Context: an optimization exercise on an open-source flow, tuned for small area, a short achievable clock period and few clock cycles per item. The choices shown serve that exercise and are no tape-out recipe.
Where RTL was checked, it was by simulation tests only, not by an equivalence proof against the original.

Setup of v38:
// launch_grid_block_splitter
module launch_grid_block_splitter (
  input  logic         clk,
  input  logic         rst_n,
  input  logic         in_tvalid,
  output logic         in_tready,
  input  logic [191:0] in_tdata,
  input  logic         in_tuser,
  output logic         out_tvalid,
  input  logic         out_tready,
  output logic [191:0] out_tdata,
  input  logic         cfg_valid,
  output logic         cfg_ready,
  input  logic [2:0]   cfg_index,
  input  logic [30:0]  cfg_data
);
  localparam logic [4:0]
    S_IDLE  = 5'd0,  S_DLOAD = 5'd1,  S_DCHK  = 5'd2,  S_EXTM  = 5'd3,
    S_EXTW  = 5'd4,  S_EXTC  = 5'd5,  S_TDIV  = 5'd6,  S_TDIVW = 5'd7,
    S_TCEIL = 5'd8,  S_THR   = 5'd9,  S_THRW  = 5'd10, S_THRR  = 5'd11,
    S_GLOOP = 5'd12, S_RINIT = 5'd13, S_RHO   = 5'd14, S_FSH   = 5'd15,
    S_AMUL  = 5'd16, S_AMULW = 5'd17, S_ADIV  = 5'd18, S_ADIVW = 5'd19,
    S_ASET  = 5'd20, S_FIN   = 5'd21, S_ZERO  = 5'd22, S_DONE  = 5'd23,
    S_DACT  = 5'd24, S_EXTS  = 5'd25, S_THRM  = 5'd26;
  localparam logic [1:0] OP_SQ = 2'd0, OP_MUL = 2'd1, OP_DIV = 2'd2;
  localparam logic [1:0] GU_IDLE = 2'd0, GU_ABS = 2'd1, GU_ITER = 2'd2;
  function automatic logic [5:0] msb_idx(input logic [33:0] v);
    logic [63:0] t;
    logic [5:0]  p;
    t    = {30'd0, v};
    p[5] = |t[63:32];
    t[31:0] = p[5] ? t[63:32] : t[31:0];
    p[4] = |t[31:16];
    t[15:0] = p[4] ? t[31:16] : t[15:0];
    p[3] = |t[15:8];
    t[7:0] = p[3] ? t[15:8] : t[7:0];
    p[2] = |t[7:4];
    t[3:0] = p[2] ? t[7:4] : t[3:0];
    p[1] = |t[3:2];
    t[1:0] = p[1] ? t[3:2] : t[1:0];
    p[0] = t[1];
    msb_idx = p;
  endfunction
  logic [4:0]  state_r;
  logic        rdy_r;
  logic        out_valid_r;
  logic [10:0] mb_r [3];
  logic [30:0] mg_r [3];
  logic [10:0] mt_r;
  logic [1:0]  nd_r;
  logic        tiled_r;
  logic [1:0]  dim_r;
  logic [1:0]  status_r;
  logic [11:0] thr_r;
  logic [30:0] gx_r, gy_r, gz_r;
  logic [33:0] bx_r, by_r, bz_r;
  logic        c_ext_r, c_geq_r, c_b1_r;
  logic [5:0]  psum_r;
  ...
Size: ~6100 cells after synthesis, ~580 flip-flops, about 430 I/O pins, about 0.049 sq mm of cells after synthesis.
Settings: LEC_CHECK=0, CAP_MARGIN=50, CORE_MARGIN=2, CORE_UTILIZATION=40, SLEW_MARGIN=50, SETUP_SLACK_MARGIN=8, BUFFER_PORTS_ARGS=-buffer_cell sky130_fd_sc_hd__buf_1; clock period 12.5 ns.
standard.sh (not shown) runs the stock make flow with config.mk's settings and CLKGATE_MAP_FILE= SYNTH_SCRIPT=/design/flow/synth_recipe.tcl, a recipe that flattens the netlist after the stock synthesis.
==> flow/flow/run.sh <==
#!/bin/bash
set -euo pipefail
SETUP_MARGIN=8
cp standard.sh standard.sh.txt
grep -v '^export SETUP_SLACK_MARGIN\|^export BUFFER_PORTS_ARGS' config.mk > config.mk.new
echo "export SETUP_SLACK_MARGIN = ${SETUP_MARGIN}" >> config.mk.new
echo "export BUFFER_PORTS_ARGS = -buffer_cell sky130_fd_sc_hd__buf_1" >> config.mk.new
mv config.mk.new config.mk
bash standard.sh > standard.log 2>&1
Testbench counts of v38, summed over its fixed seeds: cycles 53,545, items 320.
Input-level comparison between v6 and v38:
--- a/flow/design.v
+++ b/flow/design.v
@@ -96,14 +96,15 @@
   logic [1:0]  status_r;
   logic [11:0] thr_r;
   logic [30:0] gx_r, gy_r, gz_r;
   logic [33:0] bx_r, by_r, bz_r;
   logic        c_ext_r, c_geq_r, c_b1_r;
   logic [5:0]  psum_r;
   logic        limz_r, gz0_r, l0_r;
+  logic [5:0]  gmsb_r;      
   logic        mu_busy_r;
   logic        mu_sq_r, mu_mul_r, mu_div_r;
   logic        mu_srcx_r;
   logic [5:0]  mu_j_r;      
   logic        mu_last_r;
   logic        mu_bit_r;
   logic        mu_badd_r;
@@ -171,16 +172,16 @@
   logic [30:0] bsel;
   always_comb begin
     gzf      = {gz_r[30:1], gz_r[0] | gz0_r};
     lf       = {bz_r[30:1], bz_r[0] | l0_r};
     pm       = msb_idx({23'd0, cur_mb});
     pg       = msb_idx({3'd0, cur_mg});
     lim_zero = (cur_mb == 11'd0) || (cur_mg == 31'd0);
-    ext_sure = limz_r || (src_msb > psum_r + 6'd1);
-    ext_amb  = !ext_sure && (src_msb >= psum_r);
+    ext_sure = limz_r || (gmsb_r > psum_r + 6'd1);
+    ext_amb  = !ext_sure && (gmsb_r >= psum_r);
     g_lt_mb  = (gzf[30:11] == 20'd0) && (gzf[10:0] < x_r[10:0]);
     g_le_mb  = (gzf[30:11] == 20'd0) && (gzf[10:0] <= x_r[10:0]);
     m1       = g_lt_mb ? gzf[10:0] : x_r[10:0];
     l_lt_m1  = (lf[30:11] == 20'd0) && (lf[10:0] < m1);
     g_le_l   = (gzf <= lf);
     bsel     = l_lt_m1 ? lf : {20'd0, m1};
   end
@@ -501,14 +502,15 @@
       default: ;
     endcase
     if (dload) begin
         status_r <= 2'd0;
         psum_r   <= pm + pg;
         limz_r   <= lim_zero;
         gz0_r    <= (in_g == 31'd0);
+        gmsb_r   <= msb_idx({3'd0, in_g});
         l0_r     <= (in_l == 31'd0);
         gx_r <= gy_r;
         gy_r <= gz_r;
         bx_r <= by_r;
         by_r <= bz_r;
         if (dim_act) begin
           gz_r <= in_g;
[summary]
- | peak per-stage delay on the critical path | v6 vs v38 | 0.02 ns higher |
- Cell count: v6 lower than v38
- When the final numbers for v6 and v38 were put side by side, the final weighted congestion in routability-driven placement turned out to be smaller in v38.
- Delta (v6 minus v38): hold slack down 0.013 ns, via count down 1023.
- Final area (v6 vs. v38) decreases slightly
- Where setup slack is concerned, v38 is outperformed by v6.
- Final-layout non-clock buffer area share for v6 is lower than for v38.
- Changes observed in v6 relative to v38: shortest clock period the worst path allows after layout decreased 0.25 ns, portion of the clock cycle consumed by the worst path in the final layout decreased 2.0 points, simple-gate area share of the yosys netlist decreased 1.1 points.
Testbench counts of v6, summed over its fixed seeds: cycles 53,545, items 320.

---

Another version of the RTL of launch_grid_block_splitter (not shown whole).
For scale: roughly 580 flip-flops, ~430 I/O pins.
==> flow/config.mk <==
export PLATFORM = sky130hd
export DESIGN_NAME = launch_grid_block_splitter
export DESIGN_NICKNAME = launch_grid_block_splitter
export VERILOG_FILES = /design/flow/design.v
export SDC_FILE = /design/flow/constraint.sdc
export NUM_CORES = 4
export LEC_CHECK = 0
export CAP_MARGIN = 50
export CORE_MARGIN = 2
export CORE_UTILIZATION = 40
export SLEW_MARGIN = 50
export SETUP_SLACK_MARGIN = 8
==> flow/constraint.sdc <==
create_clock -name core_clock -period 12.5 [get_ports {clk}]
set_input_delay 2.5000 -clock core_clock [delete_from_list [all_inputs] [get_ports {clk}]]
set_output_delay 2.5000 -clock core_clock [all_outputs]
set_load 0.01 [all_outputs]
==> flow/flow/run.sh <==
#!/bin/bash
set -euo pipefail
SETUP_MARGIN=8
cp standard.sh standard.sh.txt
grep -v '^export SETUP_SLACK_MARGIN' config.mk > config.mk.new
echo "export SETUP_SLACK_MARGIN = ${SETUP_MARGIN}" >> config.mk.new
mv config.mk.new config.mk
bash standard.sh > standard.log 2>&1
The baseline finished clean.
Testbench counts at the start, summed over its fixed seeds: cycles 54,826, items 320.
Edit:
--- a/flow/design.v
+++ b/flow/design.v
@@ -106,16 +106,17 @@
   logic [5:0]  mu_i_r;
   logic        mu_last_r;
   logic        mu_bit_r;
   logic        mu_badd_r;
   logic [33:0] acc_r;
   logic [33:0] x_r;
   logic [30:0] anchor_r;
   logic [33:0] k_r;
+  logic [5:0]  e_r;
   logic        xnew_r;
   logic [1:0]  gu_st_r;
   logic [30:0] ga_r, gb_r;
   logic [4:0]  gk_r;
   logic [30:0] in_g, in_l;
   logic [1:0]  in_nd;
   always_comb begin
     case (dim_r)
@@ -142,19 +143,17 @@
   logic        nbit;
   assign src_now = mu_srcx_n ? x_r : {3'd0, gb_r};
   assign src_run = mu_srcx_r ? x_r : {3'd0, gb_r};
   assign src_msb = msb_idx(src_now);
   assign src_nz  = (src_now != 34'd0);
   assign nbit    = src_run[mu_i_r - 6'd1];
   logic        sq_skip;
   logic        sbit;
-  logic        n_is1;
-  assign sq_skip = (src_msb != 6'd0);
-  assign n_is1   = (gz_r == 31'd1);
+  assign sq_skip = (mu_op_n == OP_SQ) && (src_msb != 6'd0);
   assign sbit    = src_now[src_msb - 6'd1];
   lgbs_mdu u_mdu (
     .op_mul (mu_mul_r),
     .op_div (mu_div_r),
     .bit_i  (mu_bit_r),
     .badd   (mu_badd_r),
     .cin    (mu_sq_r && mu_last_r),
     .acc    (acc_r),
@@ -203,18 +202,16 @@
                 gb_r[2] ? {2'b00, gb_r[30:2]} : {3'b000, gb_r[30:3]};
     gu_one    = (gb_r == 31'd1);
     gu_term   = (ga_r == 31'd0) || (ga_r == gb_r) || gu_one;
     gu_is1    = gu_one && (gk_r == 5'd0);
   end
   assign gu_found = (state_r == S_RHO) && (gu_st_r == GU_ITER) && gu_term && !gu_is1;
   assign gu_ready = (gu_st_r == GU_IDLE) || ((gu_st_r == GU_ITER) && gu_term && gu_is1);
   assign gu_load  = (state_r == S_RHO) && xnew_r && gu_ready;
-  logic [33:0] k_inc;
-  assign k_inc = k_r + 34'd1;
   assign mu_may_write = !xnew_r || gu_load;
   assign mu_done  = mu_busy_r && mu_last_r && (!mu_sq_r || mu_may_write);
   logic [4:0]  state_n;
   logic        last_dim;
   logic        g_gt_mg;
   logic [30:0] inc_in, inc_out;
   logic        inc_c;
   logic        need_div;
@@ -358,17 +355,17 @@
           3'd5: mg_r[2] <= cfg_data;
           3'd6: mt_r    <= cfg_data[10:0];
           default: ;
         endcase
       end
       if (state_r == S_DONE)              out_valid_r <= 1'b1;
       else if (out_valid_r && out_tready) out_valid_r <= 1'b0;
       if (mu_start)                mu_busy_r <= 1'b1;
-      else if (state_r == S_RINIT || gu_found) mu_busy_r <= 1'b0;
+      else if (state_r == S_RINIT) mu_busy_r <= 1'b0;
       else if (mu_done)            mu_busy_r <= 1'b0;
       if (state_r == S_RINIT) begin
         xnew_r  <= 1'b0;
         gu_st_r <= GU_IDLE;
       end else if (state_r == S_RHO) begin
         if (gu_found) begin
           gu_st_r <= GU_IDLE;
         end else begin
@@ -386,27 +383,26 @@
       mu_sq_r   <= (mu_op_n == OP_SQ);
       mu_mul_r  <= (mu_op_n == OP_MUL);
       mu_div_r  <= (mu_op_n == OP_DIV);
       mu_srcx_r <= mu_srcx_n;
       if (sq_skip) begin
         mu_i_r    <= src_msb - 6'd1;
         mu_last_r <= (src_msb == 6'd1);
         mu_bit_r  <= sbit;
-        mu_badd_r <= sbit && (mu_op_n != OP_DIV);
-        if (mu_op_n == OP_DIV) acc_r <= {33'd0, !n_is1};
-        else                   acc_r <= x_r;
+        mu_badd_r <= sbit;
+        acc_r     <= x_r;
       end else begin
         mu_i_r    <= src_msb;
         mu_last_r <= (src_msb == 6'd0);
         mu_bit_r  <= src_nz;
         mu_badd_r <= src_nz && (mu_op_n != OP_DIV);
         acc_r     <= 34'd0;
       end
-      if (mu_op_n == OP_DIV) x_r <= {33'd0, sq_skip && n_is1};
+      if (mu_op_n == OP_DIV) x_r <= 34'd0;
     end else if (mu_busy_r) begin
       if (!mu_last_r) begin
         mu_i_r    <= mu_i_r - 6'd1;
         mu_last_r <= (mu_i_r == 6'd1);
         mu_bit_r  <= nbit;
         mu_badd_r <= nbit && !mu_div_r;
         acc_r     <= mu_res;
         if (mu_div_r) x_r <= {x_r[32:0], mu_q};
@@ -417,29 +413,35 @@
           acc_r <= mu_res;
           if (mu_div_r) x_r <= {x_r[32:0], mu_q};
         end
       end
     end
     case (state_r)
       S_RINIT: x_r <= 34'd2;
       S_DLOAD: x_r <= {23'd0, cur_mb};
-      S_THR, S_FSH: x_r <= bz_r;
+      S_THR, S_AMUL: x_r <= bz_r;
       default: ;
     endcase
     if (state_r == S_RINIT) begin
       anchor_r <= 31'd2;
-      k_r      <= 34'd2;
+      k_r      <= 34'd1;
+      e_r      <= 6'd1;
     end else if (state_r == S_RHO) begin
       if (gu_found) begin
       end else if (gu_load) begin
         ga_r <= x_r[30:0];
         gb_r <= anchor_r;
-        if ((k_r & k_inc) == 34'd0) anchor_r <= x_r[30:0];
-        k_r <= k_inc;
+        if (k_r[e_r]) begin
+          anchor_r <= x_r[30:0];
+          e_r      <= e_r + 6'd1;
+          k_r      <= 34'd1;
+        end else begin
+          k_r <= k_r + 34'd1;
+        end
       end else if (gu_st_r == GU_ABS) begin
         ga_r <= gd_abs;
         gb_r <= gz_r;
         gk_r <= 5'd0;
       end else if (gu_st_r == GU_ITER && !gu_term) begin
         if (!ga_r[0]) ga_r <= ga_sh;
         if (both_even) gk_r <= gk_r + 5'd1;
         if (!gb_r[0])  gb_r <= gb_sh;
After rerunning: Die area decreases slightly. Synthesized area goes down slightly. Design area rises slightly. Synthesized cell count fell slightly.
Only the layout flow was run in the second run of this note; the RTL was not checked for function there.

==> re-timing with driven ports <==
The flow's constraints put no driver on any port. The routed layouts listed below were extracted and timed again, unchanged, in two steps. Step 1, drivers: a clkbuf_16 drives clk and a buf_2 each remaining input, both assumed. Step 2 adds t to the input delays and takes it off the output delays; t is the mean of the earliest and latest rising clock arrival at the registers after step 1. Input paths then give back, and output paths get back, about the clock's delay inside the block. Three values: no drivers, after step 1, after step 2; two values: the first two.
run	t (ns)	setup WS [ns]	hold slack, ns	worst slew at a driven data input, ns	cell pins on the clock port's net
v38	0.778	7.104 / 7.104 / 6.998	0.438 / 0.438 / 0.438	0.07	1
v6	0.750	7.355 / 7.355 / 7.164	0.425 / 0.425 / 0.425	0.06	1
the first run of note 2	0.762	7.042 / 7.042 / 7.042	0.439 / 0.439 / 0.439	0.07	1
the second run of note 2	0.758	7.409 / 7.409 / 7.129	0.446 / 0.446 / 0.446	0.05	1
After both steps setup and hold are still met in every run listed. For the second run of note 2, which loses most, drivers alone change the setup slack by 0.000 ns; drivers and shift together by -0.280 ns.
